From an optimization exercise on the open Yosys and OpenROAD flow, aimed at small area and a short achievable clock period; shortcuts taken in it are not production practice.
The RTL was checked by simulation tests, not by an equivalence proof against the original design.

==> run a: inputs <==
==> flow/design.v <==
package gpr_pkg;
  typedef enum logic {
    CLEAR = 1'b0,
    RUN   = 1'b1
  } gpr_state_e;
  localparam int ZERO_REG = 0;
  localparam int DEF_ADDR_WIDTH = 5;
  localparam int DEF_DATA_WIDTH = 32;
  localparam int DEF_NREAD      = 2;
  localparam int DEF_NWRITE     = 1;
endpackage
module gpr_aoi222 (
  input  logic a0, b0,
  input  logic a1, b1,
  input  logic a2, b2,
  output logic y
);
  assign y = !((a0 && b0) || (a1 && b1) || (a2 && b2));
endmodule
module gpr_wsel (
  input  logic s0, d0,
  input  logic s1, d1,
  input  logic h,  q,
  output logic d
);
  assign d = (s0 && d0) || (s1 && d1) || (h && q);
endmodule
module gpr_mport #(
  parameter int NT = 33
) (
  input  logic [NT-1:0]        sel,
  input  logic [NT-1:0][31:0]  val,
  output logic [31:0]          data
);
  localparam int NG = (NT + 2) / 3;
  logic [NT+1:0]       s;
  logic [NT+1:0][31:0] v;
  logic [31:0]         g [NG];
  assign s = {2'b00, sel};
  assign v = {64'd0, val};
  for (genvar b = 0; b < 32; b++) begin : g_bit
    logic [NG-1:0] gn;
    for (genvar t = 0; t < NG; t++) begin : g_grp
      if (3 * t + 2 < NT) begin : g_3
        gpr_aoi222 u_aoi (
          .a0(s[3*t]),   .b0(v[3*t][b]),
          .a1(s[3*t+1]), .b1(v[3*t+1][b]),
          .a2(s[3*t+2]), .b2(v[3*t+2][b]),
          .y (gn[t])
        );
      end else begin : g_r
        assign gn[t] = !((s[3*t] && v[3*t][b]) || (s[3*t+1] && v[3*t+1][b]));
      end
    end
    assign data[b] = !(&gn);
  end
endmodule
module gpr_rf4r2w (
  input  logic         clk,
  input  logic         rst,
  input  logic [19:0]  raddr,
  output logic [127:0] rdata,
  output logic [3:0]   rbusy,
  input  logic [1:0]   wen,
  input  logic [9:0]   waddr,
  input  logic [63:0]  wdata,
  input  logic         rsv_en,
  input  logic [4:0]   rsv_addr,
  input  logic [4:0]   dbg_addr,
  output logic [31:0]  dbg_data,
  output logic         ready
);
  logic              run;
  logic [4:0]        clr_idx;
  logic [31:1][31:0] rf, rf_nx;
  logic [31:1]       busy;
  assign ready = run;
  always_ff @(posedge clk) begin
    if (rst) begin
      run     <= 1'b0;
      clr_idx <= 5'd0;
    end else if (!run) begin
      clr_idx <= clr_idx + 5'd1;
      if (clr_idx == 5'd31) run <= 1'b1;
    end
  end
  logic [31:1] m0, m1, s0, s1, hd, rsv;
  always_comb begin
    for (int k = 1; k < 32; k++) begin
      m0[k]  = wen[0] && (waddr[4:0] == 5'(k));
      m1[k]  = wen[1] && (waddr[9:5] == 5'(k));
      s1[k]  = run && m1[k];
      s0[k]  = run && m0[k] && !m1[k];
      hd[k]  = run && !m0[k] && !m1[k];
      rsv[k] = rsv_en && (rsv_addr == 5'(k));
    end
  end
  for (genvar k = 1; k < 32; k++) begin : g_reg
    for (genvar b = 0; b < 32; b++) begin : g_bit
      gpr_wsel u_ws (
        .s0(s0[k]), .d0(wdata[b]),
        .s1(s1[k]), .d1(wdata[32+b]),
        .h (hd[k]), .q (rf[k][b]),
        .d (rf_nx[k][b])
      );
    end
  end
  always_ff @(posedge clk) begin
    rf <= rf_nx;
    for (int k = 1; k < 32; k++)
      busy[k] <= !rst && run && (rsv[k] || (busy[k] && !m0[k] && !m1[k]));
  end
  for (genvar i = 0; i < 4; i++) begin : g_rd
    logic [4:0]  ra;
    logic        nz, h0, h1, hit0, hit1, rsv_hit;
    logic [32:0] sel;
    assign ra   = raddr[5*i +: 5];
    assign nz   = run && (ra != 5'd0);
    assign h0   = wen[0] && (waddr[4:0] == ra);
    assign h1   = wen[1] && (waddr[9:5] == ra);
    assign hit1 = nz && h1;
    assign hit0 = nz && h0 && !h1;
    always_comb begin
      sel[0] = 1'b0;
      for (int k = 1; k < 32; k++) sel[k] = (ra == 5'(k)) && hd[k];
      sel[32] = hit1;
      sel[0]  = hit0;
    end
    gpr_mport #(.NT(33)) u_rd (
      .sel  (sel),
      .val  ({wdata[63:32], rf, wdata[31:0]}),
      .data (rdata[32*i +: 32])
    );
    assign rsv_hit  = rsv_en && (rsv_addr == ra);
    assign rbusy[i] = nz && busy[ra] && (rsv_hit || !(h0 || h1));
  end
  logic [31:1] dsel;
  always_comb
    for (int k = 1; k < 32; k++) dsel[k] = run && (dbg_addr == 5'(k));
  gpr_mport #(.NT(31)) u_dbg (
    .sel  (dsel),
    .val  (rf),
    .data (dbg_data)
  );
endmodule
==> flow/flow/run.sh <==
#!/bin/bash
# The standard layout, with one change: the buffers that buffer_ports puts on every input and
# output port are buf_2 cells (which the resizer can later size up) instead of the slow
# clock-delay buffer it picks by default. ORFS writes each step's full log under orfs/logs/.
set -euo pipefail
export BUFFER_PORTS_ARGS="-buffer_cell sky130_fd_sc_hd__buf_2"
bash standard.sh > standard.log 2>&1
==> flow/standard.sh <==
#!/bin/bash
# synth_recipe.tcl (not shown) runs the flow's synth.tcl, then flattens the netlist and writes it again
# the make line also repeats each setting of config.mk as NAME=value (left out here)
make -C /OpenROAD-flow-scripts/flow DESIGN_CONFIG=/design/flow/config.mk WORK_HOME=/design/flow/orfs CLKGATE_MAP_FILE= SYNTH_SCRIPT=/design/flow/synth_recipe.tcl "${@:-finish}"
==> flow/config.mk <==
export PLATFORM = sky130hd
export DESIGN_NAME = gpr_rf4r2w
export DESIGN_NICKNAME = gpr_rf4r2w
export VERILOG_FILES = /design/flow/design.v
export SDC_FILE = /design/flow/constraint.sdc
export NUM_CORES = 4
export LEC_CHECK = 0
export CAP_MARGIN = 20
export CELL_PAD_IN_SITES_DETAIL_PLACEMENT = 1
export CELL_PAD_IN_SITES_GLOBAL_PLACEMENT = 2
export CORE_MARGIN = 2
export CORE_UTILIZATION = 28
export CTS_BUF_LIST = sky130_fd_sc_hd__clkbuf_8
export PLACE_DENSITY = 0.5
export SETUP_SLACK_MARGIN = 0.4
export SLEW_MARGIN = 20
export SYNTH_HIERARCHICAL = 1
==> flow/constraint.sdc <==
create_clock -name core_clock -period 7.0 [get_ports {clk}]
set_input_delay 1.4000 -clock core_clock [delete_from_list [all_inputs] [get_ports {clk}]]
set_output_delay 1.4000 -clock core_clock [all_outputs]
set_load 0.01 [all_outputs]
==> run b: changes against run a <==
==> flow/config.mk (replaced) <==
export PLATFORM = sky130hd
export DESIGN_NAME = gpr_rf4r2w
export DESIGN_NICKNAME = gpr_rf4r2w
export VERILOG_FILES = /design/flow/design.v
export SDC_FILE = /design/flow/constraint.sdc
export NUM_CORES = 4
export LEC_CHECK = 0
export CAP_MARGIN = 20
export CORE_MARGIN = 2
export CORE_UTILIZATION = 45
export PLACE_DENSITY = 0.65
export SETUP_SLACK_MARGIN = 1.5
export SLEW_MARGIN = 20
export SYNTH_HIERARCHICAL = 1
==> run c: changes against run a <==
--- a/flow/config.mk
+++ b/flow/config.mk
@@ -8,8 +8,5 @@
 export CAP_MARGIN = 20
-export CELL_PAD_IN_SITES_DETAIL_PLACEMENT = 1
-export CELL_PAD_IN_SITES_GLOBAL_PLACEMENT = 2
 export CORE_MARGIN = 2
-export CORE_UTILIZATION = 28
-export CTS_BUF_LIST = sky130_fd_sc_hd__clkbuf_8
-export PLACE_DENSITY = 0.5
+export CORE_UTILIZATION = 45
+export PLACE_DENSITY = 0.65
 export SETUP_SLACK_MARGIN = 0.4
==> run summary <==
quantity                                                                                       run a                   run b                   run c
Outcome                                                                      complete, no violations  stopped before the end  stopped before the end
Last stage reached                                                                                 -          global routing          global routing
Number of placed cells counting well taps                                                      9,832                   8,774                   8,659
DIE HEIGHT                                                                                    471 µm                  372 µm                  372 µm
Root buf cell                                                                               clkbuf_8               clkbuf_16               clkbuf_16
Effective utilization at floorplan                                                             28.1%                   45.2%                   45.2%
CTS Buf Count                                                                                    199                     115                     115
Share of synthesized cell area in full adder, half adder and majority cells                   0.452%                  0.452%                  0.452%
Compound-Gate Fraction of Synth Area                                                           46.0%                   46.0%                   46.0%
H-tree levels                                                                                      4                       3                       3
HPWL after detailed placement                                                             421,000 µm              362,000 µm              335,000 µm
Total number of placement rows                                                                   171                     135                     135
Number of buffers inserted to repair setup after CTS                                               0                     219                       0
Count of instances resized after the clock tree is built                                           1                     492                       0
Number of nets in the synthesized netlist                                                      6,408                   6,408                   6,408
Placement Cell Area                                                                       71,200 µm²              70,900 µm²              69,000 µm²
Synth async-reset ratio                                                                           0%                      0%                      0%
DIE WIDTH                                                                                     471 µm                  372 µm                  372 µm
GP Congestion                                                                                   1.07                    1.21                    1.27
Portion of the post-synthesis area used by sequential elements                                 33.8%                   33.8%                   33.8%
Pre-CTS worst setup slack                                                                     395 ps                  211 ps                  430 ps

[static timing again, ports no longer ideal]
How much do the figures lean on ideal ports? The routed layout below was timed once more, with nothing changed but the port constraints.
Step 1, drivers: a clkbuf_16 drives clk and a buf_2 each remaining input, both assumed.
Step 2, shift: input delay + t, output delay - t, t = (earliest + latest rising clock arrival at the registers) / 2. This alone moves slack from input paths to output paths.
Slacks: ideal / step 1 / step 2; pairs: ideal / step 1.
run: run a
t, ns: 1.110
slack for setup (ns): 0.308 / 0.255 / 0.270
slew at the worst register clock pin (ns): 0.07 / 0.07
pins driven straight from the clock port: 1
After both steps run a still meets setup and hold. The setup slack of run a moves by -0.053 ns with the drivers and by -0.038 ns with both steps.
